This design comes from an exercise in tuning for small area, a short achievable clock period and few clock cycles per item on the open sky130 flow, not from production work.
The RTL was checked by simulation tests, not by an equivalence proof against the original design.
Power is estimated from default activity; no workload was simulated.

<file path="config.mk">
export PLATFORM = sky130hd
export DESIGN_NAME = proof_emul
export DESIGN_NICKNAME = proof_emul
export VERILOG_FILES = /design/flow/design.v
export SDC_FILE = /design/flow/constraint.sdc
export NUM_CORES = 4
export LEC_CHECK = 0
export CAP_MARGIN = 20
export CORE_MARGIN = 2
export CORE_UTILIZATION = 40
export SLEW_MARGIN = 20
</file>
<file path="constraint.sdc">
create_clock -name core_clock -period 17.5 [get_ports {clk_i}]
set_input_delay 3.5000 -clock core_clock [delete_from_list [all_inputs] [get_ports {clk_i}]]
set_output_delay 3.5000 -clock core_clock [all_outputs]
set_load 0.01 [all_outputs]
</file>
<file path="design.v">
module proof_emul #(
  parameter int BMAX = 256
) (
  input  logic            clk_i,
  input  logic            arst_ni,
  input  logic            istr_i,
  input  logic [BMAX-1:0] modp_i,
  input  logic [BMAX-1:0] opa_i,
  input  logic [BMAX-1:0] opb_i,
  output logic            busy_o,
  output logic            vlid_o,
  output logic            ierr_o,
  output logic [BMAX-1:0] prod_o
);
  localparam int W  = 261;    
  localparam int WT = 263;    
  localparam int EW = 12;     
  logic [255:0] p_r, a_r;
  logic [257:0] b_r;
  logic [W-1:0] ss_r, sc_r;
  localparam int NS = 4;
  localparam int SW = 9;
  localparam int S_G4 = 0, S_G1 = 1, S_DS1 = 2, S_DS2 = 3, S_DNG = 4,
                 S_QS1 = 5, S_QS2 = 6, S_QNG = 7, S_ROT = 8;
  logic [SW-1:0] sel_n;           
  logic [SW-1:0] sel_q [NS];      
  logic [SW-1:0] sel_c [NS];      
  logic [SW-1:0] sel0;            
  logic       busy_r, vlid_r;
  logic       m_norm, m_loop, m_res, m_rot;
  logic       first_r, cor_r;
  logic [7:0] j_r;                 
  logic [7:0] ka_r;                
  logic [6:0] sh_r;                
  logic [6:0] rc_r;                
  logic [WT-1:0] xs, ys, zd, mp, s1, c1, c1s, s2, c2;
  logic [WT-1:0] pw1, pw2;
  assign pw1 = {3'b0, p_r, 4'b0};
  assign pw2 = {2'b0, p_r, 5'b0};
  logic [WT-1:0] vg4, vg1, vds1, vds2, vdng, vqs1, vqs2, vqng;
  always_comb begin
    for (int i = 0; i < WT; i++) begin
      vg4[i]  = sel_c[i*NS/WT][S_G4];
      vg1[i]  = sel_c[i*NS/WT][S_G1];
      vds1[i] = sel_c[i*NS/WT][S_DS1];
      vds2[i] = sel_c[i*NS/WT][S_DS2];
      vdng[i] = sel_c[i*NS/WT][S_DNG];
      vqs1[i] = sel_c[i*NS/WT][S_QS1];
      vqs2[i] = sel_c[i*NS/WT][S_QS2];
      vqng[i] = sel_c[i*NS/WT][S_QNG];
    end
  end
  always_comb begin
    xs = ({ss_r, 2'b00} & vg4) | ({2'b00, ss_r} & vg1);
    ys = ({sc_r, 2'b00} & vg4) | ({2'b00, sc_r} & vg1);
    xs[0] = xs[0] | vdng[0];
    ys[0] = ys[0] | vqng[0];
    zd = ({7'b0, a_r} & vds1) | ({6'b0, a_r, 1'b0} & vds2);
    zd = zd ^ vdng;
    if (sel_c[0][S_ROT]) zd[5:4] = ss_r[259:258];
    mp = (pw1 & vqs1) | (pw2 & vqs2);
    mp = mp ^ vqng;
    s1  = xs ^ ys ^ zd;
    c1  = (xs & ys) | (xs & zd) | (ys & zd);
    c1s = {c1[WT-2:0], 1'b0};
    s2  = s1 ^ c1s ^ mp;
    c2  = (s1 & c1s) | (s1 & mp) | (c1s & mp);
  end
  always_ff @(posedge clk_i) begin
    ss_r <= s2[W-1:0];
    sc_r <= {c2[W-2:0], 1'b0};
  end
  logic [2:0] nwin;
  logic       nds1, nds2, ndng;
  assign nwin = b_r[255:253];
  assign nds1 = nwin[1] ^ nwin[0];
  assign nds2 = (nwin[2] & ~nwin[1] & ~nwin[0]) | (~nwin[2] & nwin[1] & nwin[0]);
  assign ndng = nwin[2] & ~(nwin[1] & nwin[0]);
  logic [EW-1:0] ea, eb, ec, ed, ee;
  logic [EW-1:0] ena;
  logic [EW-1:0] u1s, u1c, u2s, u2c, u3s, u3c;
  logic [12:0]   tx, ty;
  logic [12:0]   pe1, pe3;
  logic          ge3, ge1, gem1, gem3, ge3t, gem3t;
  logic          nqs1, nqs2, nqng;
  assign ea  = first_r ? '0 : ss_r[258:247];
  assign eb  = first_r ? '0 : sc_r[258:247];
  assign ec  = zd[260:249];
  assign ed  = mp[260:249];
  assign ena = (({7'b0, a_r[255:251]} & {EW{nds1}}) |
                ({6'b0, a_r[255:250]} & {EW{nds2}})) ^ {EW{ndng}};
  assign ee  = m_loop ? ena : '0;
  always_comb begin
    u1s = ea ^ eb ^ ec;
    u1c = ((ea & eb) | (ea & ec) | (eb & ec)) << 1;
    u2s = u1s ^ u1c ^ ed;
    u2c = ((u1s & u1c) | (u1s & ed) | (u1c & ed)) << 1;
    u3s = u2s ^ u2c ^ ee;
    u3c = ((u2s & u2c) | (u2s & ee) | (u2c & ee)) << 1;
  end
  assign tx = {u3s, 1'b0};
  assign ty = {u3c, 1'b0};
  assign pe1 = {4'b0, p_r[255:247]};
  assign pe3 = pe1 + {pe1[11:0], 1'b0};
  function automatic logic sgn3(input logic [12:0] x, input logic [12:0] y,
                                input logic [12:0] k);
    logic [12:0] s, c, g, p, gn, pn;
    s = x ^ y ^ k;
    c = ((x & y) | (x & k) | (y & k)) << 1;
    g = s & c;
    p = s ^ c;
    for (int d = 1; d < 13; d = d * 2) begin
      gn = g;
      pn = p;
      for (int i = d; i < 13; i++) begin
        gn[i] = g[i] | (p[i] & g[i-d]);
        pn[i] = p[i] & p[i-d];
      end
      g = gn;
      p = pn;
    end
    sgn3 = s[12] ^ c[12] ^ g[11];
  endfunction
  assign ge3  = ~sgn3(tx, ty, -pe3);
  assign ge1  = ~sgn3(tx, ty, -pe1);
  assign gem1 = ~sgn3(tx, ty, pe1);
  assign gem3 = ~sgn3(tx, ty, pe3);
  assign ge3t  = ge3 & ge1;
  assign gem3t = gem3 | gem1;
  assign nqs2 = ge3t | ~gem3t;
  assign nqs1 = (ge1 & ~ge3t) | (gem3t & ~gem1);
  assign nqng = ge1;
  always_ff @(posedge clk_i) begin
    if (istr_i) begin
      p_r <= modp_i;
      a_r <= opa_i;
    end else if (m_norm) begin
      p_r <= p_r << 2;
    end
    b_r <= istr_i ? {2'b00, opb_i} : (b_r << 2);
  end
  logic last_step, zero_now, neg_now, norm_done;
  assign last_step = (j_r == 8'd130);
  assign zero_now  = (c1[W-2:0] == '0);
  assign neg_now   = s1[W-1];
  assign norm_done = (p_r[253:252] != 2'b00) || (sh_r == 7'd126);
  assign sel0      = sel_c[0];
  always_comb begin
    sel_n = sel0;
    if (istr_i) begin
      sel_n = '0;
      sel_n[S_DS1] = (modp_i[255] | modp_i[254]) & opb_i[255];
    end else begin
      if (m_norm && norm_done) begin
        sel_n[S_DS1] = nds1;
        sel_n[S_DS2] = nds2;
        sel_n[S_DNG] = ndng;
      end
      if (m_loop) begin
        if (last_step) begin
          sel_n = '0;
          sel_n[S_G1] = 1'b1;
          sel_n[S_QS1] = ~gem1;
        end else begin
          sel_n[S_G4]  = 1'b1;
          sel_n[S_G1]  = 1'b0;
          sel_n[S_DS1] = nds1;
          sel_n[S_DS2] = nds2;
          sel_n[S_DNG] = ndng;
          sel_n[S_QS1] = nqs1;
          sel_n[S_QS2] = nqs2;
          sel_n[S_QNG] = nqng;
        end
      end
      if (m_res) begin
        if (sel0[S_QS1]) begin
          sel_n[S_QS1] = 1'b0;
        end else if (zero_now) begin
          if (neg_now && !cor_r) begin
            sel_n[S_QS1] = 1'b1;
          end else if (sh_r != 7'd0) begin
            sel_n[S_G4]  = 1'b1;
            sel_n[S_G1]  = 1'b0;
            sel_n[S_ROT] = 1'b1;
          end
        end
      end
      if (m_rot && rc_r == 7'd0) begin
        sel_n[S_G4]  = 1'b0;
        sel_n[S_G1]  = 1'b1;
        sel_n[S_ROT] = 1'b0;
      end
    end
  end
  for (genvar k = 0; k < NS; k++) begin : g_sel
    localparam logic [SW-1:0] POL = (k % 2 == 1) ? '1 : '0;
    if (k / 2 == 0) begin : g_r0
      always_ff @(posedge clk_i or negedge arst_ni) begin
        if (!arst_ni) sel_q[k] <= POL ^ (SW'(1) << S_G1);
        else          sel_q[k] <= sel_n ^ POL;
      end
    end else begin : g_r1
      always_ff @(posedge clk_i or negedge arst_ni) begin
        if (!arst_ni) sel_q[k] <= ~(POL ^ (SW'(1) << S_G1));
        else          sel_q[k] <= sel_n ^ POL;
      end
    end
    assign sel_c[k] = sel_q[k] ^ POL;
  end
  always_ff @(posedge clk_i or negedge arst_ni) begin
    if (!arst_ni) begin
      busy_r  <= 1'b0;
      vlid_r  <= 1'b0;
      m_norm  <= 1'b0;
      m_loop  <= 1'b0;
      m_res   <= 1'b0;
      m_rot   <= 1'b0;
      first_r <= 1'b0;
      cor_r   <= 1'b0;
      j_r     <= '0;
      ka_r    <= '0;
      sh_r    <= '0;
      rc_r    <= '0;
    end else if (istr_i) begin
      busy_r  <= 1'b1;
      vlid_r  <= 1'b0;
      m_norm  <= ~(modp_i[255] | modp_i[254]);
      m_loop  <= modp_i[255] | modp_i[254];
      m_res   <= 1'b0;
      m_rot   <= 1'b0;
      first_r <= 1'b1;
      cor_r   <= 1'b0;
      j_r     <= '0;
      ka_r    <= '0;
      sh_r    <= '0;
      rc_r    <= '0;
    end else begin
      vlid_r <= 1'b0;
      if (m_norm) begin
        sh_r <= sh_r + 7'd1;
        ka_r <= ka_r + 8'd1;
        if (norm_done) begin
          m_norm <= 1'b0;
          m_loop <= 1'b1;
        end
      end
      if (m_loop) begin
        first_r <= 1'b0;
        j_r     <= j_r + 8'd1;
        ka_r    <= ka_r + 8'd1;
        if (last_step) begin
          m_loop <= 1'b0;
          m_res  <= 1'b1;
          cor_r  <= ~gem1;
        end
      end
      if (m_res) begin
        if (!sel0[S_QS1] && zero_now) begin
          if (neg_now && !cor_r) begin
            cor_r <= 1'b1;
          end else begin
            m_res <= 1'b0;
            if (sh_r == 7'd0) begin
              busy_r <= 1'b0;
              vlid_r <= 1'b1;
            end else begin
              m_rot <= 1'b1;
              rc_r  <= 7'd127 - sh_r;
            end
          end
        end
      end
      if (m_rot) begin
        rc_r <= rc_r - 7'd1;
        if (rc_r == 7'd0) begin
          m_rot  <= 1'b0;
          busy_r <= 1'b0;
          vlid_r <= 1'b1;
        end
      end
    end
  end
  assign busy_o = busy_r;
  assign vlid_o = vlid_r;
  assign prod_o = ss_r[259:4];
  logic       pev_r, aovf_r, bovf_r, adec_r, age_r, bdec_r, bge_r;
  logic [1:0] pp, ap, bp;
  logic       cmp_on;
  assign pp = p_r[8'd255 - {j_r[6:0], 1'b0} -: 2];
  assign ap = ka_r[7] ? 2'b00 : a_r[8'd255 - {ka_r[6:0], 1'b0} -: 2];
  assign bp = b_r[255:254];
  assign cmp_on = m_loop & ~j_r[7];
  always_ff @(posedge clk_i) begin
    if (istr_i) begin
      pev_r  <= ~modp_i[0];
      aovf_r <= 1'b0;
      bovf_r <= 1'b0;
      adec_r <= 1'b0;
      age_r  <= 1'b1;
      bdec_r <= 1'b0;
      bge_r  <= 1'b1;
    end else begin
      if (m_norm) begin
        aovf_r <= aovf_r | (ap != 2'b00);
        bovf_r <= bovf_r | (b_r[257:256] != 2'b00);
      end
      if (m_loop && first_r) bovf_r <= bovf_r | (b_r[257:256] != 2'b00);
      if (cmp_on) begin
        if (!adec_r && (ap != pp)) begin
          adec_r <= 1'b1;
          age_r  <= (ap > pp);
        end
        if (!bdec_r && (bp != pp)) begin
          bdec_r <= 1'b1;
          bge_r  <= (bp > pp);
        end
      end
    end
  end
  assign ierr_o = vlid_r & (pev_r | aovf_r | bovf_r | age_r | bge_r);
endmodule
</file>
<file path="flow/run.sh">
#!/bin/bash
# Standard ORFS layout (the standard.sh), except that the port buffers are
# sky130_fd_sc_hd__buf_2 cells instead of the cell buffer_ports picks by default.
# The full make output goes to make_finish.log; ORFS keeps each step's log under orfs/logs.
set -euo pipefail
export BUFFER_PORTS_ARGS="-buffer_cell sky130_fd_sc_hd__buf_2"
bash standard.sh finish > make_finish.log 2>&1
</file>
<file path="standard.sh">
#!/bin/bash
# synth_recipe.tcl (not shown) runs the flow's synth.tcl, then flattens the netlist and writes it again
# the make line also repeats each setting of config.mk as NAME=value (left out here)
make -C /OpenROAD-flow-scripts/flow DESIGN_CONFIG=/design/flow/config.mk WORK_HOME=/design/flow/orfs CLKGATE_MAP_FILE= SYNTH_SCRIPT=/design/flow/synth_recipe.tcl "${@:-finish}"
</file>
==> impl_metrics.ini, run 1 <==
[final_layout]
syn_to_final_growth_pct = 14.1
drive_above_1_share_pct = 27.2
final_cell_mix = 1,027 x buf_2, 878 x inv_1, 785 x dfxtp_1, 764 x a22oi_1, 583 x fa_1
nets = 8472
multiInputGateArea_um2 = 37000
stdcell_count = 9734
fill_cells = 17480
utilization_pct = 46.0
layout_commonest_cell = buf_2
regArea_um2 = 33000

[logic_synthesis]
synth_xor_area_share_pct = 6.68
synth.top_cell.area_share_pct = 20.5
ys_top_cells_by_area = dfxtp_1 20%, edfxtp_1 20%, fa_1 15%, a22oi_1 7.5%, mux2_2 5.6%
synth_cell_types = 75
synth_compound_area_share_pct = 11.6
synth_top_area_cell = dfxtp_1
syn-num-nets = 7884
yosysWarnings = 3
synth_top_family_by_area = adder cells
synth-seq-cells = 1369
synth_edf_count = 513
avgSynthCellArea_um2 = 11.9
ys_seq_area_share_pct = 42.9
syn_inst = 6456
syn_area_um2 = 76800
yosys.area_share.simple_pct = 2.87
synth-async-reset-ratio_pct = 5.19
yosys.area_share.adder_pct = 16.4
muxShareOfSynthArea_pct = 10.6
synth_flop_cell = dfxtp_1

[placement]
io_buffers = 1029
dp_hpwl_um = 212000
dp_cells = 9393
gp_congestion = 0.941

[die]
pin_count = 1030
die_h_um = 442
core_area_um2 = 190000
start_util_pct = 40.3
rows = 160
die-area_um2 = 195000
die_w_um = 442

[grt]
antenna_found_initial = 100
grt_pass1_vias = 55747
track_usage_pct = 26.9
grt_pass1_wl_um = 385000
grt_start_max_net_pins = 187
gr-total-overflow = 0

[pwr]
power.internal_mw = 8.72
ir_drop_mv = 0.127
netSwitchingFraction_pct = 40.8
p_clk_share_pct = 23.1
p_per_area_nw_per_um2 = 168
pwr-share-seq_pct = 33.3
p_switching_mw = 6.00
p_leak_nw = 37.0
p_comb_share_pct = 43.6

[flow_run]
maxCapViolCount = 0

[clocking]
numCtsBuffers = 159
cts_resized = 0
clock_latency_ns = 0.82
clock_path_buffers = 3
postCtsSetupRepairBufs = 0
htreeDepth = 4
root_buffer = clkbuf_16
cts_tree = done
hold_buffers = 0
cts_sinks = 1369
clkSlewWorstSetupHoldPaths_ns = 0.06

[sta]
final-setup-viol-count = 0
period_share_pct = 35.9
hold_viol = 0
fmax_mhz = 159
whs_ns = 0.432
slew_violations = 0
max_slew_margin_pct = 28.7
rsz0062_at_grt = no
finClkSkew_ns = 0.0328
setup_tns_ns = 0
finalCriticalPeriod_ns = 6.28
worst_pin_slew_ns = 1.07

[setup_path]
worstPathRequired_ns = 18.17
critical_path_class = flip-flop to flip-flop
end_kind = flip-flop
reg2reg_slack_ns = 11.22
arrival_ns = 6.95
critPathLaunchType = flip-flop
worstPathMaxFanout = 27

[route]
final_antenna_net_count = 0
drt-initial-drc-count = 4545
post_drt_wl_per_cell_um = 27.6
drc = 0
routed_wl_um = 269000
vias_per_cell = 5.53
dr.pass1.iters = 6
vias = 53852

[outcome]
status = no timing/DRC/antenna violations

[min_path]
worstHoldPathType = flip-flop to flip-flop
## registers in the layout, indices dropped and copies added, names as in the netlist, 7 cells and up
register,flops
ss_r,261
sc_r,260
b_r,258
a_r,256
p_r,256
sel_q,25
j_r,8
ka_r,8
sel_c,8
rc_r,7
sh_r,7
## synthesized netlist by cell type, types with 22 or more instances
master / n
o22ai_1: 261
a22oi_1: 764
a21oi_1: 43
clkbuf_1: 306
xnor2_1: 358
dfxtp_1: 785
mux2_2: 380
nor2b_1: 22
mux4_2: 165
nand2_1: 171
dfrtp_1: 55
xor2_1: 219
fa_1: 583
edfxtp_1: 513
nor2_1: 74
nand4_1: 77
buf_4: 262
inv_1: 881
ha_1: 74
o21ai_0: 151
buf_1: 79
## critical path, cell delays in order (launching register included)
cell	delay [ns]
dfrtp_1	0.76
inv_2	0.51
xnor2_1	0.44
fa_1	0.50
fa_1	0.43
fa_1	0.69
inv_1	0.08
ha_1	0.32
xnor2_1	0.21
ha_1	0.27
a21oi_1	0.12
o21ai_0	0.15
a21oi_1	0.23
nor2b_1	0.07
o21ai_0	0.33
a21oi_1	0.16
xor2_1	0.21
o31a_1	0.33
a211oi_1	0.32
## per-layer routing
layer  routed length (um)  part of all wire, %  GRT usage (%)
met5                  487                 0.18              0
met4                17600                  6.5           16.1
met3                19500                  7.3           6.03
met2               131000                   49           44.8
met1               101000                   37           31.9
## final timing paths
path                                        from               endpoint  cells past startpoint
setup / recovery           sel_q[3][4]$_DFF_PN0_  sel_q[0][6]$_DFF_PN0_                     18
min in group asynchronous                arst_ni        cor_r$_DFF_PN0_                      1
max in group asynchronous                arst_ni  sel_q[0][0]$_DFF_PN0_                      1
hold / removal                  b_r[145]$_DFF_P_       b_r[147]$_DFF_P_                      1
setup reg to reg           sel_q[3][4]$_DFF_PN0_  sel_q[0][6]$_DFF_PN0_                     18
hold reg to reg                 b_r[145]$_DFF_P_       b_r[147]$_DFF_P_                      1
## power by group through the flow
stage | Combinational (mW) | Sequential (mW) | Clock (mW)
CTS | 6.47 | 4.89 | 3.47
floorplan | 4.78 | 4.53 | 0
global placement | 6.19 | 4.94 | 0
finish | 6.42 | 4.90 | 3.41
global route | 7.21 | 4.97 | 3.59
detailed placement | 6.41 | 4.95 | 0
## per-stage QoR
step,setup slack (ns),instance area (um2),total power [mW]
after detailed placement,10.34,82100,11.4
after CTS,11.22,87500,14.8
after floorplan,9.31,76800,9.30
final,11.22,87600,14.7
after global routing,10.86,87600,15.8
after global placement,10.40,82100,11.1
## cells by family (layout without fill, tap and decap cells)
logic type | after synthesis | count (layout)
compound gates | 1290 | 1290
xor+xnor | 581 | 581
fa+ha+maj | 657 | 657
buf+inv | 1552 | 2274
flops | 1369 | 1369
mux | 559 | 559
other cells | 0 | 45
simple gates | 448 | 448
## area by class of cell
class	instances	share of cell area (%)
Multi-Input combinational cell	3535	42.2
Inverter	885	3.80
Clock buffer	209	5.12
Sequential cell	1369	37.6
Timing Repair Buffer	1094	6.50
Antenna cell	45	0.129
Tap cell	2511	3.59
Clock inverter	86	0.974
Testbench counts, summed over its fixed seeds: cycles 26,406, items 192.
==> run 2, diff against run 1 <==
==> run.sh (new file) <==
#!/bin/bash
# synth_recipe.tcl (not shown) runs the flow's synth.tcl, then flattens the netlist and writes it again
# the make line also repeats each setting of config.mk as NAME=value (left out here)
make -C /OpenROAD-flow-scripts/flow DESIGN_CONFIG=/design/flow/config.mk WORK_HOME=/design/flow/orfs CLKGATE_MAP_FILE= SYNTH_SCRIPT=/design/flow/synth_recipe.tcl finish
removed: flow/run.sh
removed: standard.sh
==> run 2 against run 1 <==
  * Highest routed layer unchanged
  * Global-route usage grew 0.38 points
  * Largest power group unchanged
  * Fmax is 11% lower
  * Clock power shrank 3%
  * Still clean on timing, DRC and antenna
  * Critical path depth fell by 12
  * Synthesized cell count is the same
  * Area after synthesis unchanged
  * Largest cell class unchanged
==> impl_metrics.ini, run 2 <==
[outcome]
status = no timing/DRC/antenna violations

[clocking]
root_buffer = clkbuf_16
clkSlewWorstSetupHoldPaths_ns = 0.06
clock_path_buffers = 3
htreeDepth = 4
numCtsBuffers = 158
cts_resized = 0
cts_sinks = 1369
cts_tree = done
hold_buffers = 0
clock_latency_ns = 0.82
postCtsSetupRepairBufs = 0

[logic_synthesis]
yosys.area_share.adder_pct = 16.4
ys_top_cells_by_area = dfxtp_1 20%, edfxtp_1 20%, fa_1 15%, a22oi_1 7.5%, mux2_2 5.6%
ys_seq_area_share_pct = 42.9
yosysMostFrequentCell = inv_1
syn-num-nets = 7884
synth.top_cells.by_count = 881 x inv_1, 785 x dfxtp_1, 764 x a22oi_1
synth.top_cell.area_share_pct = 20.5
synth_xor_area_share_pct = 6.68
avgSynthCellArea_um2 = 11.9
yosysWarnings = 3
syn_area_um2 = 76800
synth_edf_count = 513
synth_cell_types = 75
yosys.area_share.simple_pct = 2.87
synth_compound_area_share_pct = 11.6
muxShareOfSynthArea_pct = 10.6
synth_top_area_cell = dfxtp_1
synth_flop_cell = dfxtp_1
synth_top_family_by_area = adder cells
synth-seq-cells = 1369
syn_inst = 6456
synth-async-reset-ratio_pct = 5.19

[grt]
grt_start_max_net_pins = 91
grt_pass1_wl_um = 391000
track_usage_pct = 27.3
grt_pass1_vias = 55986
gr-total-overflow = 0
antenna_found_initial = 60

[min_path]
worstHoldPathType = flip-flop to flip-flop

[die]
die_h_um = 442
core_area_um2 = 190000
rows = 160
pin_count = 1030
start_util_pct = 40.3
die_w_um = 442
die-area_um2 = 195000

[setup_path]
cpPeakStageDelay_ns = 0.87
crit_top_cell = buf_4
end_kind = flip-flop
slowest_stage = buf_4
worstPathMaxFanout = 87
crit_chain = buf_8 -> buf_4 -> buf_4 -> buf_4 -> buf_4 -> mux2_2
critical_path_class = input port to flip-flop
worstPathRequired_ns = 18.06
arrival_ns = 7.65
crit_buf_inv = 5
critPathLaunchType = input port
crit_family = buffers and inverters

[flow_run]
maxCapViolCount = 0

[final_layout]
final_cell_mix = 1,027 x clkdlybuf4s50_1, 878 x inv_1, 785 x dfxtp_1, 764 x a22oi_1, 583 x fa_1
syn_to_final_growth_pct = 20.5
regMostFlops = ss_r
largest_reg_flops = 261
layout_commonest_cell = clkdlybuf4s50_1
nets = 8474
drive_above_1_share_pct = 12.8
largestRegisters = ss_r: 261 flops, sc_r: 260 flops, b_r: 258 flops

[sta]
worst_pin_slew_ns = 1.13
worst_slack_ns = 10.41
setup_tns_ns = 0
period_share_pct = 40.5
finClkSkew_ns = 0.0335
hold_viol = 0
fmax_mhz = 141
whs_ns = 0.448
slew_violations = 0
max_slew_margin_pct = 23.8
rsz0062_at_grt = no
final-setup-viol-count = 0
finalCriticalPeriod_ns = 7.09

[pwr]
ir_drop_mv = 0.121
p_leak_nw = 36.8
p_per_area_nw_per_um2 = 162

[route]
vias = 53120
drt-initial-drc-count = 4559
drc = 0
final_antenna_net_count = 0
vias_per_cell = 5.46
post_drt_wl_per_cell_um = 27.9
routed_wl_um = 271000
dr.pass1.iters = 6

[placement]
place_ws_ns = 9.59
io_buffers = 1029
gp_congestion = 0.941
dp_hpwl_um = 215000
run 2: per-layer routing:
layer  global-route usage [%]  routed length (um)  share of wire [%]  vias to the layer above
li1                         -                   -                  -                    23442
met1                     32.6              104000                 38                    27016
met2                     45.9              134000                 49                     2097
met3                     5.68               17500                6.5                      529
met4                     15.2               15800                5.8                       36
met5                        0                 230              0.085                        -
run 2: final timing paths:
kind                                  startpoint               endpoint  slack, ns  cells past startpoint
min in group asynchronous                arst_ni    ka_r[1]$_DFFE_PN0P_       2.87                      1
max in group asynchronous                arst_ni  sel_q[0][0]$_DFF_PN0_      13.83                      1
hold reg to reg                  b_r[62]$_DFF_P_        b_r[64]$_DFF_P_       0.45                      1
hold / removal                   b_r[62]$_DFF_P_        b_r[64]$_DFF_P_       0.45                      1
setup / recovery                          istr_i     p_r[136]$_DFFE_PP_      10.41                      6
setup reg to reg           sel_q[3][4]$_DFF_PN0_  sel_q[3][5]$_DFF_PN0_      11.23                     20
run 2: area by class of cell:
| cell class | count | area (um2) |
|---|---|---|
| clock buffer | 229 | 4550 |
| clock inverter | 66 | 612 |
| sequential | 1369 | 33000 |
| multi-input combinational | 3535 | 37000 |
| fill | 17169 | 97900 |
| tap | 2511 | 3140 |
| inverter | 885 | 3330 |
| timing repair buffer | 1097 | 10800 |
| antenna | 30 | 75.1 |
run 2: logic make-up (layout without fill, tap and decap cells):
family,Yosys count,after routing
adder cells (fa/ha/maj),657,657
buffers and inverters,1552,2277
other,0,30
AND/OR/NAND/NOR,448,448
multiplexers,559,559
flip-flops,1369,1369
XOR/XNOR,581,581
AO/OA/AOI/OAI,1290,1290
run 2: through the flow:
step                area (um2)  std cells  power (mW)  utilization (%)
floorplan                76800       6456        9.30                -
global placement         87300       9397        11.5             45.8
detailed placement       87300       9397        11.7             45.8
CTS                      92400       9692        15.1             48.6
global route             92500       9717        16.1             48.6
finish                   92500       9722        15.0             48.6
run 2: worst register-to-register path, cell delays in order (launching register included):
cell      delay (ns)
dfrtp_1         0.75
clkinv_2        0.37
buf_4           0.45
xnor2_1         0.30
fa_1            0.52
inv_1           0.05
fa_1            0.48
inv_1           0.05
fa_1            0.43
inv_1           0.16
fa_1            0.44
ha_1            0.28
and4b_1         0.18
o21a_1          0.16
o21ai_0         0.26
a31oi_1         0.18
a21oi_1         0.28
xor2_1          0.15
o211ai_1        0.20
a21oi_1         0.09
a2111o_1        0.38
run 2: power by group:
group          switching, mW  total, mW  leakage, nW  internal [mW]
Combinational           3.70       6.70         21.8           3.00
Sequential             0.835       4.98         12.5           4.15
Clock                   1.43       3.32         2.53           1.89
==> run 3, diff against run 2 <==
==> flow/run.sh (new file) <==
#!/bin/bash
# The standard ORFS layout (standard.sh), with two changes to how it is made:
#  - the port buffers are sky130_fd_sc_hd__buf_2 cells (buffer_ports' -buffer_cell);
#  - the flow's own repair_timing steps (after CTS and after global routing) are
#    asked for a larger setup slack margin, so that they size and buffer the
#    design for a shorter period than the constraint's. The SDC is unchanged.
# The full make output goes to make_finish.log; ORFS keeps each step's log under orfs/logs.
set -euo pipefail
export BUFFER_PORTS_ARGS="-buffer_cell sky130_fd_sc_hd__buf_2"
export SETUP_SLACK_MARGIN=12.5
bash standard.sh finish > make_finish.log 2>&1
==> standard.sh (new file) <==
#!/bin/bash
# synth_recipe.tcl (not shown) runs the flow's synth.tcl, then flattens the netlist and writes it again
# the make line also repeats each setting of config.mk as NAME=value (left out here)
make -C /OpenROAD-flow-scripts/flow DESIGN_CONFIG=/design/flow/config.mk WORK_HOME=/design/flow/orfs CLKGATE_MAP_FILE= SYNTH_SCRIPT=/design/flow/synth_recipe.tcl "${@:-finish}"
removed: run.sh
==> run 3 against run 2 <==
  * Critical path type is now flip-flop to primary output
  * Critical endpoint is now ierr_o
  * Via count is 1.9% higher
  * Count of clock-buffer cells in the layout is 4 lower
  * Sequential power is 1% lower
  * Sequential share of layout area is 1.3 points higher
  * Worst hold slack got worse by 0.022 ns
  * Highest routed layer unchanged
  * Sequential cell count did not move
  * Largest power group unchanged
  * Critical path depth is 3 lower
  * Clock skew grew 0.0092 ns
  * Area after synthesis did not move
  * Non-clock buffer count increased by 50
==> impl_metrics.ini, run 3 <==
[grt]
gr-total-overflow = 0
grt_pass1_vias = 56095
track_usage_pct = 27.3
grt_start_max_net_pins = 207
grt_pass1_wl_um = 390000
antenna_found_initial = 84

[pwr]
p_clk_share_pct = 23.1
ir_drop_mv = 0.150
p_switching_mw = 6.22
power.internal_mw = 9.09
pwr-share-seq_pct = 32.1
p_leak_nw = 37.8
netSwitchingFraction_pct = 40.6
p_per_area_nw_per_um2 = 171
p_comb_share_pct = 44.8

[logic_synthesis]
synth_edf_count = 513
synth_flop_cell = dfxtp_1
synth-async-reset-ratio_pct = 5.19
synth.top_cell.area_share_pct = 20.5
synth_cell_types = 75
avgSynthCellArea_um2 = 11.9
syn-num-nets = 7884
yosysWarnings = 3
ys_top_cells_by_area = dfxtp_1 20%, edfxtp_1 20%, fa_1 15%, a22oi_1 7.5%, mux2_2 5.6%
synth_top_area_cell = dfxtp_1
synth.top_cells.by_count = 881 x inv_1, 785 x dfxtp_1, 764 x a22oi_1
syn_area_um2 = 76800
yosysMostFrequentCell = inv_1
synth-seq-cells = 1369
syn_inst = 6456
ys_seq_area_share_pct = 42.9

[route]
drc = 0
vias = 54122
drt-initial-drc-count = 4722
final_antenna_net_count = 0
routed_wl_um = 273000
wl_met1_um = 104000
vias_per_cell = 5.53
dr_wl_met3_um = 18400
wl_met2_um = 132000
dr.pass1.iters = 6
top_layer_used = met5
post_drt_wl_per_cell_um = 27.9

[clocking]
htreeDepth = 4
clock_latency_ns = 0.85
cts_sinks = 1369
cts_tree = done
clkSlewWorstSetupHoldPaths_ns = 0.06
root_buffer = clkbuf_16
numCtsBuffers = 157
clock_path_buffers = 3

[final_layout]
syn_to_final_growth_pct = 16.5
utilization_pct = 47.0
nets = 8525
regMostFlops = ss_r
layout_commonest_cell = buf_2
largestRegisters = ss_r: 261 flops, sc_r: 260 flops, b_r: 258 flops
drive_above_1_share_pct = 29.5
post-route-cell-area_um2 = 89500
largest_reg_flops = 261
final_cell_mix = 1,004 x buf_2, 869 x inv_1, 762 x a22oi_1, 750 x dfxtp_1, 572 x fa_1
stdcell_count = 9787

[sta]
setup_tns_ns = 0
finClkSkew_ns = 0.0426
rsz0062_at_grt = yes
final-setup-viol-count = 0
worst_slack_ns = 11.97
slew_violations = 0
period_share_pct = 31.6
max_slew_margin_pct = 34.1
hold_viol = 0
worst_pin_slew_ns = 0.979
fmax_mhz = 181
finalCriticalPeriod_ns = 5.53

[die]
pin_count = 1030
die_h_um = 442
rows = 160
die-area_um2 = 195000
start_util_pct = 40.3
die_w_um = 442
core_area_um2 = 190000

[placement]
dp_cells = 9393
place_ws_ns = 9.96
place_area_um2 = 82200
dp_hpwl_um = 211000
gp_congestion = 0.952
io_buffers = 1029

[setup_path]
critPathLaunchType = flip-flop
end_kind = primary output
arrival_ns = 2.03
worstPathRequired_ns = 14.00
crit_family = simple AND/OR/NAND/NOR gates
worstPathMaxFanout = 2
reg2reg_slack_ns = 12.42
cpPeakStageDelay_ns = 0.54
critical_path_class = flip-flop to primary output
crit_buf_inv = 1
slowest_stage = or4_4
crit_chain = or4_4 -> o21a_1 -> buf_6

[outcome]
status = no timing/DRC/antenna violations

[min_path]
worstHoldPathType = flip-flop to flip-flop

[flow_run]
maxCapViolCount = 0
-- run 3: cells by family (layout without fill, tap and decap cells) --
logic type	Yosys count	after routing	share of synthesized area (%)
simple gates	448	449	2.87
fa+ha+maj	657	657	16.4
flops	1369	1369	42.9
other cells	0	46	0
mux	559	559	10.6
xor+xnor	581	581	6.68
compound gates	1290	1290	11.6
buf+inv	1552	2325	8.93
-- run 3: cell type report --
| cell class | count | area [um2] |
|---|---|---|
| sequential | 1369 | 33100 |
| fill | 17303 | 101000 |
| timing repair buffer | 1147 | 6680 |
| antenna | 46 | 115 |
| clock inverter | 67 | 865 |
| multi-input combinational | 3536 | 37600 |
| timing repair inverter | 1 | 11.3 |
| inverter | 885 | 3370 |
| tap | 2511 | 3140 |
| clock buffer | 225 | 4680 |
-- run 3: through the flow --
| stage | hold WS (ns) | power [mW] |
|---|---|---|
| final | 0.426 | 15.3 |
| after global routing | 0.451 | 16.3 |
| after CTS | 0.429 | 15.2 |
| after detailed placement | 0.441 | 11.3 |
| after global placement | 0.434 | 11.1 |
| after floorplan | 0.429 | 9.30 |
-- run 3: power by group through the flow --
stage          sequential, mW  combinational, mW  clock, mW
2_1_floorplan            4.52               4.78          0
3_3_place_gp             4.96               6.14          0
3_5_place_dp             4.97               6.37          0
4_1_cts                  4.91               6.73       3.59
5_1_grt                  4.98               7.64       3.71
6_report                 4.92               6.86       3.53
-- run 3: worst paths after layout --
kind                                       start                    end  cells after the start
max                          aovf_r$_SDFFE_PP0P_                 ierr_o                      3
min                             b_r[240]$_DFF_P_       b_r[242]$_DFF_P_                      1
max reg2reg                sel_q[3][3]$_DFF_PN0_  sel_q[3][5]$_DFF_PN0_                     21
min reg2reg                     b_r[240]$_DFF_P_       b_r[242]$_DFF_P_                      1
max in group asynchronous                arst_ni  sel_q[0][0]$_DFF_PN0_                      1
min in group asynchronous                arst_ni       busy_r$_DFF_PN0_                      1
-- run 3: what timing repair did --
item / CTS / global route
buffers inserted: 32 / 14
resized for setup: 184 / 62
hold buffers: 0 / 0
pin swaps: 22 / 25
cloned: 7 / 2
endpoints found under the hold margin: 0 / 0
setup endpoints to repair: 597 / 272
-- run 3: metal layers --
metal | GRT usage, % | up-vias
li1 | - | 23534
met1 | 32.6 | 27565
met2 | 45.5 | 2362
met3 | 5.72 | 603
met4 | 15.9 | 58
met5 | 0 | -
==> run 4, diff against run 3 <==
--- a/design.v
+++ b/design.v
@@ -317,5 +317,11 @@
       end
     end
   end
-  assign ierr_o = vlid_r & (pev_r | aovf_r | bovf_r | age_r | bge_r);
+  logic ierr_r, vlid_n;
+  assign vlid_n = ~istr_i & ((m_res & ~sel0[S_QS1] & zero_now & ~(neg_now & ~cor_r) &
+                             (sh_r == 7'd0)) | (m_rot & (rc_r == 7'd0)));
+  always_ff @(posedge clk_i) begin
+    ierr_r <= vlid_n & (pev_r | aovf_r | bovf_r | age_r | bge_r);
+  end
+  assign ierr_o = ierr_r;
 endmodule
==> run 4 against run 3 <==
  * Clock power down 2%
  * First-iteration DRC count up 13%
  * Worst hold slack better by 0.023 ns
  * Critical path depth up 14
  * Die area up 0.42%
  * Sequential cell count up 1
  * Clock skew up 0.0056 ns
  * Critical endpoint is now sel_q[3][6]$_DFF_PN0_
  * Largest cell class unchanged
==> impl_metrics.ini, run 4 <==
[logic_synthesis]
ys_top_cells_by_area = dfxtp_1 20%, edfxtp_1 20%, fa_1 15%, a22oi_1 7.5%, mux2_2 5.5%
yosysMostFrequentCell = inv_1
avgSynthCellArea_um2 = 11.8
synth-async-reset-ratio_pct = 5.18
syn-num-nets = 7945
synth.top_cell.area_share_pct = 20.4
synth_cell_types = 73
ys_seq_area_share_pct = 42.7
synth-seq-cells = 1370
syn_inst = 6517
yosysWarnings = 3
synth_flop_cell = dfxtp_1
synth_top_area_cell = dfxtp_1
synth.top_cells.by_count = 881 x inv_1, 786 x dfxtp_1, 769 x a22oi_1
synth_edf_count = 513
syn_area_um2 = 77100

[grt]
track_usage_pct = 27.6
grt_pass1_vias = 56578
grt_start_max_net_pins = 174
grt_busiest_layer = met2
gr-total-overflow = 0
grt_util_met3_pct = 6.10
use_met2_pct = 44.8
grt_pass1_wl_um = 395000
antenna_found_initial = 67
grtUsageMet1_pct = 33.0

[die]
die_h_um = 443
rows = 161
pin_count = 1030
die-area_um2 = 196000
die_w_um = 443
core_area_um2 = 192000
start_util_pct = 40.2

[pwr]
pwr-share-seq_pct = 31.5
p_leak_nw = 37.9
power.internal_mw = 9.24
p_clk_share_pct = 22.0
total_power_mw = 15.7
p_switching_mw = 6.42
p_comb_share_pct = 46.5
p_per_area_nw_per_um2 = 175
netSwitchingFraction_pct = 41.0
ir_drop_mv = 0.174

[clocking]
htreeDepth = 4
clock_latency_ns = 0.85
root_buffer = clkbuf_16
cts_sinks = 1370
cts_tree = done
clkSlewWorstSetupHoldPaths_ns = 0.07
numCtsBuffers = 159
clock_path_buffers = 3

[setup_path]
critPathLaunchType = flip-flop
r2r-start = a_r[251]$_DFFE_PP_
critical_path_class = flip-flop to flip-flop
worstPathRequired_ns = 18.19
reg2reg_slack_ns = 12.36
arrival_ns = 5.83
r2r_cells = 17
worstPathMaxFanout = 3
rr_endpoint = sel_q[3][6]$_DFF_PN0_
slowest_stage = fa_2
cpPeakStageDelay_ns = 0.57
crit_top_cell = fa_1
crit_buf_inv = 2
crit_chain = inv_2 -> o22ai_4 -> xnor2_2 -> fa_1 -> fa_1 -> fa_2 -> inv_2 -> fa_1 -> ha_1 -> and4b_1 -> o211ai_1 -> a21oi_1 -> a211o_1 -> a211oi_4 -> xor2_2 -> nand2b_4 -> a311o_1
end_kind = flip-flop
crit_family = adder cells

[final_layout]
drive_above_1_share_pct = 29.2
largest_reg_flops = 261
final_cell_mix = 1,019 x buf_2, 869 x inv_1, 769 x a22oi_1, 754 x dfxtp_1, 571 x fa_1
post-route-cell-area_um2 = 89700
syn_to_final_growth_pct = 16.3
nets = 8613
regMostFlops = ss_r
layout_commonest_cell = buf_2
largestRegisters = ss_r: 261 flops, sc_r: 260 flops, b_r: 258 flops
utilization_pct = 46.7

[flow_run]
maxCapViolCount = 0

[min_path]
min_to = b_r[114]$_DFF_P_
min_delay_path_depth = 1
worstHoldPathType = flip-flop to flip-flop
min_from = b_r[112]$_DFF_P_

[placement]
place_area_um2 = 82500
io_buffers = 1029
dp_hpwl_um = 213000
gp_congestion = 0.964

[sta]
finalCriticalPeriod_ns = 5.14
worst_pin_slew_ns = 1.11
setup_tns_ns = 0
finClkSkew_ns = 0.0482
fmax_mhz = 194
final-setup-viol-count = 0
max_slew_margin_pct = 26.0
slew_violations = 0
hold_viol = 0
rsz0062_at_grt = yes
whs_ns = 0.449
period_share_pct = 29.4

[route]
final_antenna_net_count = 0
vias_per_cell = 5.61
drc = 0
drt-initial-drc-count = 5331
dr.pass1.iters = 8
routed_wl_um = 277000
vias = 55400
post_drt_wl_per_cell_um = 28.1

[outcome]
status = no timing/DRC/antenna violations
==> run 4: cell type report <==
class                           count  area (um2)
Sequential cell                  1370       33100
Inverter                          888        3380
Clock buffer                      220        4630
Fill cell                       17486      102000
Tap cell                         2526        3160
Antenna cell                       34        85.1
Timing Repair inverter              1        11.3
Multi-Input combinational cell   3590       37800
Clock inverter                     75         781
Timing Repair Buffer             1175        6780
==> run 4: per-stage QoR <==
stage | cells | setup slack (ns)
final | 9879 | 12.36
after global routing | 9871 | 12.19
after CTS | 9808 | 12.37
after detailed placement | 9467 | 9.39
after global placement | 9467 | 9.51
after floorplan | 6517 | 11.30
==> run 4: power groups by stage <==
stage          registers, mW  logic [mW]  clock network (mW)
3_3_place_gp            4.96        6.33                   0
6_report                4.94        7.27                3.45
2_1_floorplan           4.54        4.90                   0
5_1_grt                 4.98        8.15                3.62
3_5_place_dp            4.97        6.51                   0
4_1_cts                 4.92        6.98                3.50
==> run 4: cells by family (layout without fill, tap and decap cells) <==
group           after synthesis  after routing  synth area share, %
xor+xnor                    579            579                 6.65
fa+ha+maj                   657            657                 16.3
flops                      1370           1370                 42.7
other cells                   0             34                    0
buf+inv                    1558           2359                 8.92
simple gates                510            511                 3.27
mux                         557            557                 10.5
compound gates             1286           1286                 11.6
==> run 4: how the worst max path moves through the flow <==
stage | from | to | slack, ns | cells after the start
after floorplan | istr_i | p_r[0]$_SDFFCE_PN0P_ | 11.30 | 4
after global placement | istr_i | b_r[251]$_DFF_P_ | 9.51 | 6
after detailed placement | istr_i | p_r[99]$_DFFE_PP_ | 9.39 | 6
after CTS | a_r[251]$_DFFE_PP_ | sel_q[3][6]$_DFF_PN0_ | 12.37 | 17
after global routing | a_r[251]$_DFFE_PP_ | sel_q[3][6]$_DFF_PN0_ | 12.19 | 17
final | a_r[251]$_DFFE_PP_ | sel_q[3][6]$_DFF_PN0_ | 12.36 | 17
==> run 4: repair_timing <==
item,in CTS,in global routing
hold buffers,0,0
resized for setup,161,53
pin swaps,26,28
endpoints found under the setup margin,822,229
cloned,7,2
setup buffers,39,34
==> run 4: layer usage <==
| layer | part of all wire [%] | routed length [um] |
|---|---|---|
| met2 | 48 | 132000 |
| met4 | 7.4 | 20600 |
| met5 | 0.071 | 198 |
| met3 | 7.8 | 21600 |
| met1 | 37 | 102000 |
Testbench counts of run 4, summed over its fixed seeds: cycles 26,406, items 192.
==> run 5, diff against run 4 <==
--- a/design.v
+++ b/design.v
@@ -63,8 +63,8 @@
     s1  = xs ^ ys ^ zd;
     c1  = (xs & ys) | (xs & zd) | (ys & zd);
     c1s = {c1[WT-2:0], 1'b0};
-    s2  = s1 ^ c1s ^ mp;
-    c2  = (s1 & c1s) | (s1 & mp) | (c1s & mp);
+    s2  = ~(~s1 ^ c1s ^ mp);
+    c2  = ~((~s1 & ~c1s) | (~s1 & ~mp) | (~c1s & ~mp));
   end
   always_ff @(posedge clk_i) begin
     ss_r <= s2[W-1:0];
@@ -76,32 +76,69 @@
   assign nds1 = nwin[1] ^ nwin[0];
   assign nds2 = (nwin[2] & ~nwin[1] & ~nwin[0]) | (~nwin[2] & nwin[1] & nwin[0]);
   assign ndng = nwin[2] & ~(nwin[1] & nwin[0]);
-  logic [EW-1:0] ea, eb, ec, ed, ee;
-  logic [EW-1:0] ena;
-  logic [EW-1:0] u1s, u1c, u2s, u2c, u3s, u3c;
+  function automatic logic [12:0] ksadd(input logic [12:0] x, input logic [12:0] y);
+    logic [12:0] g, p, gn, pn, p0;
+    g  = x & y;
+    p  = x ^ y;
+    p0 = p;
+    for (int d = 1; d < 13; d = d * 2) begin
+      gn = g;
+      pn = p;
+      for (int i = d; i < 13; i++) begin
+        gn[i] = g[i] | (p[i] & g[i-d]);
+        pn[i] = p[i] & p[i-d];
+      end
+      g = gn;
+      p = pn;
+    end
+    ksadd = p0 ^ {g[11:0], 1'b0};
+  endfunction
+  logic [EW-1:0] ea, eb, ed;
+  logic [EW-1:0] wc_n, we_n, wd_n, wd_r;
+  logic [EW-1:0] u1s, u1c, u2s, u2c;
   logic [12:0]   tx, ty;
-  logic [12:0]   pe1, pe3;
+  logic [12:0]   pe1, pe3, pe3_r, npe1_r, npe3_r;
   logic          ge3, ge1, gem1, gem3, ge3t, gem3t;
   logic          nqs1, nqs2, nqng;
+  logic [2:0] w2win;
+  logic       w2s1, w2s2, w2ng;
+  assign w2win = b_r[253:251];
+  assign w2s1  = w2win[1] ^ w2win[0];
+  assign w2s2  = (w2win[2] & ~w2win[1] & ~w2win[0]) | (~w2win[2] & w2win[1] & w2win[0]);
+  assign w2ng  = w2win[2] & ~(w2win[1] & w2win[0]);
+  function automatic logic [EW-1:0] wda(input logic [255:0] a, input logic s1,
+                                        input logic s2, input logic n, input int lo);
+    logic [EW-1:0] w;
+    for (int k = 0; k < EW; k++) begin
+      int i;
+      i = lo + k;
+      w[k] = ((((i <= 255) ? a[i] : 1'b0) & s1) |
+              (((i >= 1 && i <= 256) ? a[i-1] : 1'b0) & s2)) ^ n;
+    end
+    wda = w;
+  endfunction
+  assign wc_n = wda(a_r, nds1, nds2, ndng, 249);
+  assign we_n = wda(a_r, w2s1, w2s2, w2ng, 251);
+  assign wd_n = EW'(ksadd(13'(wc_n), 13'(we_n)));
+  assign pe1 = {4'b0, p_r[255:247]};
+  assign pe3 = ksadd(pe1, {pe1[11:0], 1'b0});
+  always_ff @(posedge clk_i) begin
+    wd_r   <= wd_n;
+    pe3_r  <= pe3;
+    npe1_r <= ksadd(~pe1, 13'd1);
+    npe3_r <= ksadd(~pe3, 13'd1);
+  end
   assign ea  = first_r ? '0 : ss_r[258:247];
   assign eb  = first_r ? '0 : sc_r[258:247];
-  assign ec  = zd[260:249];
   assign ed  = mp[260:249];
-  assign ena = (({7'b0, a_r[255:251]} & {EW{nds1}}) |
-                ({6'b0, a_r[255:250]} & {EW{nds2}})) ^ {EW{ndng}};
-  assign ee  = m_loop ? ena : '0;
   always_comb begin
-    u1s = ea ^ eb ^ ec;
-    u1c = ((ea & eb) | (ea & ec) | (eb & ec)) << 1;
-    u2s = u1s ^ u1c ^ ed;
-    u2c = ((u1s & u1c) | (u1s & ed) | (u1c & ed)) << 1;
-    u3s = u2s ^ u2c ^ ee;
-    u3c = ((u2s & u2c) | (u2s & ee) | (u2c & ee)) << 1;
+    u1s = ea ^ eb ^ ed;
+    u1c = ((ea & eb) | (ea & ed) | (eb & ed)) << 1;
+    u2s = u1s ^ u1c ^ wd_r;
+    u2c = ((u1s & u1c) | (u1s & wd_r) | (u1c & wd_r)) << 1;
   end
-  assign tx = {u3s, 1'b0};
-  assign ty = {u3c, 1'b0};
-  assign pe1 = {4'b0, p_r[255:247]};
-  assign pe3 = pe1 + {pe1[11:0], 1'b0};
+  assign tx = {u2s, 1'b0};
+  assign ty = {u2c, 1'b0};
   function automatic logic sgn3(input logic [12:0] x, input logic [12:0] y,
                                 input logic [12:0] k);
     logic [12:0] s, c, g, p, gn, pn;
@@ -121,10 +158,10 @@
     end
     sgn3 = s[12] ^ c[12] ^ g[11];
   endfunction
-  assign ge3  = ~sgn3(tx, ty, -pe3);
-  assign ge1  = ~sgn3(tx, ty, -pe1);
+  assign ge3  = ~sgn3(tx, ty, npe3_r);
+  assign ge1  = ~sgn3(tx, ty, npe1_r);
   assign gem1 = ~sgn3(tx, ty, pe1);
-  assign gem3 = ~sgn3(tx, ty, pe3);
+  assign gem3 = ~sgn3(tx, ty, pe3_r);
   assign ge3t  = ge3 & ge1;
   assign gem3t = gem3 | gem1;
   assign nqs2 = ge3t | ~gem3t;
@@ -167,9 +204,9 @@
           sel_n[S_DS1] = nds1;
           sel_n[S_DS2] = nds2;
           sel_n[S_DNG] = ndng;
-          sel_n[S_QS1] = nqs1;
-          sel_n[S_QS2] = nqs2;
-          sel_n[S_QNG] = nqng;
+          sel_n[S_QS1] = nqs1 & ~first_r;
+          sel_n[S_QS2] = nqs2 & ~first_r;
+          sel_n[S_QNG] = nqng & ~first_r;
         end
       end
       if (m_res) begin
--- a/flow/run.sh
+++ b/flow/run.sh
@@ -7,5 +7,5 @@
 # The full make output goes to make_finish.log; ORFS keeps each step's log under orfs/logs.
 set -euo pipefail
 export BUFFER_PORTS_ARGS="-buffer_cell sky130_fd_sc_hd__buf_2"
-export SETUP_SLACK_MARGIN=12.5
+export SETUP_SLACK_MARGIN=12.8
 bash standard.sh finish > make_finish.log 2>&1
--- a/config.mk
+++ b/config.mk
@@ -7,5 +7,5 @@
 export LEC_CHECK = 0
 export CAP_MARGIN = 20
 export CORE_MARGIN = 2
-export CORE_UTILIZATION = 40
+export CORE_UTILIZATION = 60
 export SLEW_MARGIN = 20
==> run 5 against run 4 <==
  * Final area rose by 2.4%
  * Count of clock-buffer cells in the layout did not move
  * Non-clock buffer count rose by 125
  * Clock skew fell by 0.030 ns
  * Combinational power fell by 2.9%
  * Die area fell by 33%
  * Via count rose by 2.2%
  * Global-route usage rose by 14 points
  * Worst setup slack improved by 0.27 ns
  * Sequential power rose by 6.7%
  * Fmax rose by 5.6%
  * Utilization rose by 25 points
==> impl_metrics.ini, run 5 <==
[sta]
finClkSkew_ns = 0.0180
hold_viol = 0
rsz0062_at_grt = yes
worst_slack_ns = 12.63
final-setup-viol-count = 0
slew_violations = 0
max_slew_margin_pct = 25.4
whs_ns = 0.449
period_share_pct = 27.8
worst_pin_slew_ns = 1.12
setup_tns_ns = 0
finalCriticalPeriod_ns = 4.87
fmax_mhz = 205

[logic_synthesis]
avgSynthCellArea_um2 = 12.2
ys_seq_area_share_pct = 43.9
yosysMostFrequentCell = dfxtp_1
syn_inst = 6323
synth-seq-cells = 1415
yosysWarnings = 3
synth-async-reset-ratio_pct = 5.02
synth_top_area_cell = dfxtp_1
synth_cell_types = 68
synth_flop_cell = dfxtp_1
synth.top_cells.by_count = 831 x dfxtp_1, 631 x inv_1, 578 x fa_1
syn_area_um2 = 77100
ys_top_cells_by_area = dfxtp_1 22%, edfxtp_1 20%, fa_1 15%, xnor2_1 6.4%, mux2_2 5.6%
syn-num-nets = 7753
synth.top_cell.area_share_pct = 21.6
synth_edf_count = 513

[setup_path]
cpPeakStageDelay_ns = 0.44
end_kind = primary output
arrival_ns = 1.37
critPathLaunchType = flip-flop
crit_chain = buf_6
crit_family = flip-flops
worstPathMaxFanout = 2
critical_path_class = flip-flop to primary output
crit_buf_inv = 1
worstPathRequired_ns = 14.00
slowest_stage = dfrtp_2

[final_layout]
nets = 8541
stdcell_count = 8928
final_cell_mix = 770 x buf_2, 618 x inv_1, 574 x dfxtp_1, 568 x fa_1, 555 x xnor2_1
post-route-cell-area_um2 = 91900
utilization_pct = 72.1
largest_reg_flops = 261
largestRegisters = ss_r: 261 flops, sc_r: 260 flops, b_r: 258 flops
drive_above_1_share_pct = 34.1
regMostFlops = ss_r
fill_cells = 9164
layout_commonest_cell = buf_2
syn_to_final_growth_pct = 19.2

[grt]
grt_pass1_vias = 56539
track_usage_pct = 41.4
grt_start_max_net_pins = 106
grt_pass1_wl_um = 390000
antenna_found_initial = 49
gr-total-overflow = 0

[placement]
dp_cells = 8400
place_area_um2 = 81400
place_ws_ns = 10.58
dp_hpwl_um = 205000
io_buffers = 1029
gp_congestion = 0.985

[clocking]
htreeDepth = 4
numCtsBuffers = 154
cts_tree = done
clkSlewWorstSetupHoldPaths_ns = 0.06
root_buffer = clkbuf_16
clock_latency_ns = 0.80
clock_path_buffers = 3
cts_sinks = 1415

[pwr]
total_power_mw = 15.8
netSwitchingFraction_pct = 38.5
ir_drop_mv = 0.114
p_comb_share_pct = 44.7
p_leak_nw = 38.1
power.internal_mw = 9.73
p_clk_share_pct = 22.0
p_switching_mw = 6.08
pwr-share-seq_pct = 33.3
p_per_area_nw_per_um2 = 172

[die]
start_util_pct = 60.5
core_area_um2 = 128000
pin_count = 1030
die-area_um2 = 131000
die_w_um = 362
rows = 131
die_h_um = 362

[flow_run]
maxCapViolCount = 0

[route]
vias = 56631
drc = 0
drt-initial-drc-count = 6909
final_antenna_net_count = 0
post_drt_wl_per_cell_um = 31.0
vias_per_cell = 6.34
dr.pass1.iters = 8
routed_wl_um = 277000

[min_path]
worstHoldPathType = flip-flop to flip-flop

[outcome]
status = no timing/DRC/antenna violations
==> run 5: power by group through the flow <==
stage / clock (mW) / combinational [mW] / sequential (mW)
floorplan: 0 / 4.29 / 4.71
global placement: 0 / 5.59 / 5.15
detailed placement: 0 / 5.75 / 5.15
CTS: 3.48 / 6.83 / 5.22
global route: 3.61 / 7.67 / 5.30
finish: 3.47 / 7.06 / 5.27
==> run 5: final timing paths <==
check	startpoint	to	slack, ns	cells past startpoint
hold reg to reg	b_r[214]$_DFF_P_	b_r[216]$_DFF_P_	0.45	1
setup / recovery	busy_r$_DFF_PN0_	busy_o	12.63	1
setup reg to reg	sel_q[3][7]$_DFF_PN0_	sel_q[3][6]$_DFF_PN0_	12.82	14
hold / removal	b_r[214]$_DFF_P_	b_r[216]$_DFF_P_	0.45	1
max in group asynchronous	arst_ni	sel_q[3][4]$_DFF_PN0_	13.65	2
min in group asynchronous	arst_ni	sel_q[1][1]$_DFF_PN0_	2.57	1
==> run 5: area by class of cell <==
| class | count | area, um2 | share of cell area [%] |
|---|---|---|---|
| diodes | 21 | 52.6 | 0.0572 |
| clock buffers | 220 | 4450 | 4.84 |
| clock inverters | 70 | 902 | 0.982 |
| inverters | 637 | 2400 | 2.61 |
| multi-input cells | 3603 | 37800 | 41.2 |
| flip-flops and latches | 1415 | 34600 | 37.6 |
| well taps | 1662 | 2080 | 2.26 |
| repair buffers | 1300 | 9630 | 10.5 |
==> run 5: logic make-up (layout without fill, tap and decap cells) <==
group / count (synthesis) / after routing / share of synthesized area (%)
AO/OA/AOI/OAI: 1301 / 1301 / 11.7
buffers and inverters: 1307 / 2227 / 7.70
AND/OR/NAND/NOR: 489 / 491 / 3.12
multiplexers: 560 / 560 / 10.5
flip-flops: 1415 / 1415 / 43.9
XOR/XNOR: 592 / 592 / 6.76
adder cells (fa/ha/maj): 659 / 659 / 16.3
other: 0 / 21 / 0
==> run 5: routing by layer <==
layer  GRT usage, %  vias up  wire [um]
li1               -    23770          -
met1           52.7    28630     100000
met2           63.8     3478     126000
met3           12.2      715      31900
met4           23.2       38      18500
met5              0        -        243
==> run 5: what timing repair did <==
action	in CTS	in global routing
resized for setup	865	68
gates cloned	14	3
pin swaps	13	16
endpoints found under the setup margin	958	531
buffers inserted	179	21
hold buffers	0	0
Testbench counts of run 5, summed over its fixed seeds: cycles 26,406, items 192.
==> run 6, diff against run 5 <==
--- a/config.mk
+++ b/config.mk
@@ -7,5 +7,5 @@
 export LEC_CHECK = 0
 export CAP_MARGIN = 20
 export CORE_MARGIN = 2
-export CORE_UTILIZATION = 60
+export CORE_UTILIZATION = 40
 export SLEW_MARGIN = 20
==> run 6 against run 5 <==
  * Still clean on timing, DRC and antenna
  * Count of clock-buffer cells in the layout up 4
  * Power up 0.86%
  * Final cell count up 10%
  * Fmax down 1.9%
  * Combinational power up 3%
  * Final area up 1.5%
  * Sequential share of layout area down 0.65 points
  * Non-clock buffer count up 14
  * Largest power group unchanged
==> impl_metrics.ini, run 6 <==
[outcome]
status = no timing/DRC/antenna violations

[placement]
io_buffers = 1029
gp_congestion = 0.968
dp_hpwl_um = 228000
place_ws_ns = 9.84

[min_path]
min_from = b_r[95]$_DFF_P_
worstHoldPathType = flip-flop to flip-flop
min_delay_path_depth = 1
min_to = b_r[97]$_DFF_P_

[route]
post_drt_wl_per_cell_um = 30.6
routed_wl_um = 300000
vias = 55796
drt-initial-drc-count = 5715
drc = 0
final_antenna_net_count = 0
vias_per_cell = 5.68
dr.pass1.iters = 6

[setup_path]
crit_chain = buf_6
end_kind = primary output
rr_endpoint = sel_q[3][6]$_DFF_PN0_
reg2reg_slack_ns = 12.80
crit_family = flip-flops
critPathLaunchType = flip-flop
worstPathMaxFanout = 1
critical_path_class = flip-flop to primary output
crit_buf_inv = 1
slowest_stage = dfrtp_2
cpPeakStageDelay_ns = 0.48
r2r-start = p_r[253]$_DFFE_PP_
r2r_cells = 16
arrival_ns = 1.46
worstPathRequired_ns = 14.00

[sta]
finalCriticalPeriod_ns = 4.96
worst_slack_ns = 12.54
hold_viol = 0
rsz0062_at_grt = yes
final-setup-viol-count = 0
setup_tns_ns = 0
max_slew_margin_pct = 18.4
worst_pin_slew_ns = 1.22
fmax_mhz = 201
finClkSkew_ns = 0.0433
period_share_pct = 28.4
slew_violations = 0

[logic_synthesis]
synth_edf_count = 513
synth.top_cells.by_count = 831 x dfxtp_1, 631 x inv_1, 578 x fa_1
syn_area_um2 = 77100
synth_top_family_by_area = adder cells
synth_cell_types = 68
ys_seq_area_share_pct = 43.9
yosysMostFrequentCell = dfxtp_1
ys_top_cells_by_area = dfxtp_1 22%, edfxtp_1 20%, fa_1 15%, xnor2_1 6.4%, mux2_2 5.6%
synth-seq-cells = 1415
synth.top_cell.area_share_pct = 21.6
synth_xor_area_share_pct = 6.76
synth_compound_area_share_pct = 11.7
syn_inst = 6323
yosysWarnings = 3
yosys.area_share.adder_pct = 16.3
synth_top_area_cell = dfxtp_1
synth_flop_cell = dfxtp_1
yosys.area_share.simple_pct = 3.12
syn-num-nets = 7753
avgSynthCellArea_um2 = 12.2
synth-async-reset-ratio_pct = 5.02
muxShareOfSynthArea_pct = 10.5

[clocking]
cts_tree = done
htreeDepth = 4
root_buffer = clkbuf_16
hold_buffers = 0
numCtsBuffers = 161
clkSlewWorstSetupHoldPaths_ns = 0.06
cts_sinks = 1415
clock_path_buffers = 3
clock_latency_ns = 0.83

[die]
pin_count = 1030
rows = 161
die_w_um = 443
start_util_pct = 40.2
die_h_um = 443
die-area_um2 = 196000
core_area_um2 = 192000

[final_layout]
regMostFlops = ss_r
drive_above_1_share_pct = 34.6
layout_commonest_cell = buf_2
utilization_pct = 48.6
fill_cells = 17195
final_cell_mix = 768 x buf_2, 619 x inv_1, 574 x dfxtp_1, 565 x fa_1, 553 x xnor2_1
largest_reg_flops = 261
largestRegisters = ss_r: 261 flops, sc_r: 260 flops, b_r: 258 flops
syn_to_final_growth_pct = 21.0
nets = 8561

[pwr]
p_per_area_nw_per_um2 = 171
ir_drop_mv = 0.105
p_leak_nw = 38.2

[grt]
gr-total-overflow = 0
antenna_found_initial = 49
grt_start_max_net_pins = 97
grt_pass1_vias = 57153
grt_pass1_wl_um = 419000
track_usage_pct = 29.8

[flow_run]
maxCapViolCount = 0
[run 6: power by group]
group          total (mW)  leakage, nW  switching, mW  internal [mW]
clock                3.48         2.64           1.50           1.98
combinational        7.24         22.7           3.97           3.27
sequential           5.21         12.9          0.770           4.44
total                15.9         38.2           6.25           9.69
[run 6: per-stage QoR]
step / std cells / hold slack [ns] / instance area [um2] / total power, mW
detailed placement: 9275 / 0.441 / 82500 / 11.1
CTS: 9765 / 0.450 / 92500 / 15.8
floorplan: 6323 / 0.432 / 77200 / 9.00
global placement: 9275 / 0.435 / 82500 / 10.9
finish: 9821 / 0.453 / 93200 / 15.9
global route: 9808 / 0.462 / 93200 / 16.8
[run 6: how the worst max path moves through the flow]
stage | from | to | slack (ns) | cells past startpoint
3_3_place_gp | istr_i | b_r[198]$_DFF_P_ | 9.94 | 6
6_report | vlid_r$_DFF_PN0_ | vlid_o | 12.54 | 1
5_1_grt | vlid_r$_DFF_PN0_ | vlid_o | 12.51 | 1
3_5_place_dp | istr_i | b_r[201]$_DFF_P_ | 9.84 | 6
2_1_floorplan | istr_i | p_r[0]$_SDFFCE_PN0P_ | 11.29 | 4
4_1_cts | vlid_r$_DFF_PN0_ | vlid_o | 12.47 | 1
[run 6: kinds of logic after synthesis]
group | count (synthesis)
buf+inv | 1307
xor+xnor | 592
mux | 560
flops | 1415
simple gates | 489
fa+ha+maj | 659
compound gates | 1301
[run 6: per-layer routing]
layer	routed length [um]	track usage, %	vias up
li1	-	-	23809
met1	111000	35.9	28343
met2	140000	48.0	2925
met3	23300	6.27	699
met4	25000	20.7	20
met5	125	0	-
[run 6: repair_timing]
| action | CTS | global route |
|---|---|---|
| gates resized for setup | 911 | 86 |
| gates cloned | 11 | 1 |
| endpoints found under the setup margin | 1100 | 416 |
| pin swaps | 15 | 29 |
| buffers inserted | 178 | 29 |
| endpoints found under the hold margin | 0 | 0 |
[run 6: final cells by class]
cell class / count / area, um2 / area share (%)
antenna: 26 / 65.1 / 0.0698
clock buffer: 224 / 4530 / 4.86
clock inverter: 77 / 825 / 0.884
inverter: 637 / 2390 / 2.57
multi-input combinational: 3602 / 38000 / 40.7
sequential: 1415 / 34500 / 37.0
tap: 2526 / 3160 / 3.39
timing repair buffer: 1314 / 9800 / 10.5
==> run 7, diff against run 6 <==
--- a/flow/run.sh
+++ b/flow/run.sh
@@ -7,5 +7,5 @@
 # The full make output goes to make_finish.log; ORFS keeps each step's log under orfs/logs.
 set -euo pipefail
 export BUFFER_PORTS_ARGS="-buffer_cell sky130_fd_sc_hd__buf_2"
-export SETUP_SLACK_MARGIN=12.8
+export SETUP_SLACK_MARGIN=12.5
 bash standard.sh finish > make_finish.log 2>&1
==> run 7 against run 6 <==
  * Critical endpoint is now prod_o[180]
  * Critical path depth unchanged
  * Sequential cell count unchanged
  * Fmax decreased by 0.33%
  * Sequential power decreased by 2%
  * Area after synthesis unchanged
  * Final area decreased by 4.0%
  * Clock power increased by 5%
  * Final cell count decreased by 1.9%
  * Combinational power decreased by 12%
==> impl_metrics.ini, run 7 <==
[outcome]
status = no timing/DRC/antenna violations

[logic_synthesis]
synth_flop_cell = dfxtp_1
synth_edf_count = 513
syn_inst = 6323
yosysMostFrequentCell = dfxtp_1
ys_top_cells_by_area = dfxtp_1 22%, edfxtp_1 20%, fa_1 15%, xnor2_1 6.4%, mux2_2 5.6%
ys_seq_area_share_pct = 43.9
synth-seq-cells = 1415
syn_area_um2 = 77100
synth-async-reset-ratio_pct = 5.02
synth.top_cells.by_count = 831 x dfxtp_1, 631 x inv_1, 578 x fa_1
avgSynthCellArea_um2 = 12.2
synth_top_area_cell = dfxtp_1
syn-num-nets = 7753
yosysWarnings = 3
synth.top_cell.area_share_pct = 21.6

[route]
drc = 0
vias = 54555
drt-initial-drc-count = 5062

[setup_path]
cpPeakStageDelay_ns = 0.43
slowest_stage = dfxtp_1
critical_path_class = flip-flop to primary output
worstPathRequired_ns = 14.00
r2r_cells = 12
worstPathMaxFanout = 3
arrival_ns = 1.48
crit_chain = buf_2
end_kind = primary output
crit_buf_inv = 1

[sta]
setup_tns_ns = 0
max_slew_margin_pct = 20.8
worst_pin_slew_ns = 1.18
fmax_mhz = 201
finalCriticalPeriod_ns = 4.98
finClkSkew_ns = 0.0419

[final_layout]
layout_commonest_cell = buf_2
syn_to_final_growth_pct = 16.1
drive_above_1_share_pct = 29.0
largest_reg_flops = 261
final_cell_mix = 1,012 x buf_2, 811 x dfxtp_1, 624 x inv_1, 576 x fa_1, 555 x xnor2_1
largestRegisters = ss_r: 261 flops, sc_r: 260 flops, b_r: 258 flops

[flow_run]
maxCapViolCount = 0

[pwr]
p_leak_nw = 36.7
ir_drop_mv = 0.110
p_per_area_nw_per_um2 = 168
pwr-share-seq_pct = 33.8
p_comb_share_pct = 42.0
p_switching_mw = 6.00
total_power_mw = 15.1
power.internal_mw = 9.09

[min_path]
worstHoldPathType = flip-flop to flip-flop
min_delay_path_depth = 1

[clocking]
numCtsBuffers = 159
clock_path_buffers = 3
root_buffer = clkbuf_16
clkSlewWorstSetupHoldPaths_ns = 0.07
clock_latency_ns = 0.83
cts_tree = done
htreeDepth = 4

[die]
rows = 161
core_area_um2 = 192000
die_h_um = 443
die_w_um = 443
die-area_um2 = 196000
pin_count = 1030

[grt]
track_usage_pct = 28.8
grt_start_max_net_pins = 92
grt_pass1_wl_um = 406000
gr-total-overflow = 0
antenna_found_initial = 72

[placement]
io_buffers = 1029
-- run 7: final cells by class --
class                           count  area (um2)
Fill cell                       17442      102000
Timing Repair Buffer             1125        6470
Clock buffer                      213        4490
Tap cell                         2526        3160
Clock inverter                     86        1180
Multi-Input combinational cell   3601       37800
Sequential cell                  1415       34000
Inverter                          637        2400
Antenna cell                       32        80.1
-- run 7: worst paths after layout --
| path | start | to | slack, ns |
|---|---|---|---|
| worst min register to register | b_r[38]$_DFF_P_ | b_r[40]$_DFF_P_ | 0.45 |
| worst min-delay path | b_r[38]$_DFF_P_ | b_r[40]$_DFF_P_ | 0.45 |
| max in group asynchronous | arst_ni | ka_r[0]$_DFFE_PN0P_ | 13.86 |
| worst max-delay path | ss_r[184]$_DFF_P_ | prod_o[180] | 12.52 |
| worst max register to register | sel_c[2][1]$_DFF_PN0_ | sel_q[0][5]$_DFF_PN0_ | 12.63 |
| min in group asynchronous | arst_ni | sel_q[0][2]$_DFF_PN0_ | 2.83 |
-- run 7: metrics by stage --
| step | instances | utilization (%) | setup slack (ns) | area, um2 | hold slack (ns) |
|---|---|---|---|---|---|
| after CTS | 9591 | 46.4 | 12.50 | 89000 | 0.449 |
| after detailed placement | 9274 | 43.0 | 9.85 | 82500 | 0.441 |
| after global routing | 9628 | 46.6 | 12.49 | 89500 | 0.457 |
| final | 9635 | 46.6 | 12.52 | 89500 | 0.445 |
| after floorplan | 6323 | - | 11.29 | 77100 | 0.432 |
| after global placement | 9274 | 43.0 | 9.94 | 82500 | 0.435 |
-- run 7: power groups by stage --
stage | sequential [mW] | combinational, mW | clock [mW]
floorplan | 4.71 | 4.29 | 0
global placement | 5.12 | 5.79 | 0
detailed placement | 5.13 | 5.96 | 0
CTS | 5.07 | 6.26 | 3.69
global route | 5.15 | 6.98 | 3.82
finish | 5.10 | 6.34 | 3.64
-- run 7: logic make-up after synthesis --
logic type	synth area share, %
flops	43.9
simple gates	3.12
buf+inv	7.70
compound gates	11.7
xor+xnor	6.76
mux	10.5
fa+ha+maj	16.3
-- run 7: metal layers --
| layer | vias to the layer above | track usage, % | wire length (um) |
|---|---|---|---|
| li1 | 23429 | - | - |
| met2 | 2756 | 46.7 | 136000 |
| met5 | - | 0 | 253 |
| met1 | 27649 | 34.6 | 108000 |
| met4 | 40 | 19.2 | 22000 |
| met3 | 681 | 6.19 | 22000 |
-- run 7: timing repair --
item                                    4_1_cts  5_1_grt
endpoints found under the setup margin      743      426
hold buffers                                  0        0
cloned                                        5        3
resized for setup                           143       46
setup buffers                                13        9
pin swaps                                     5        5
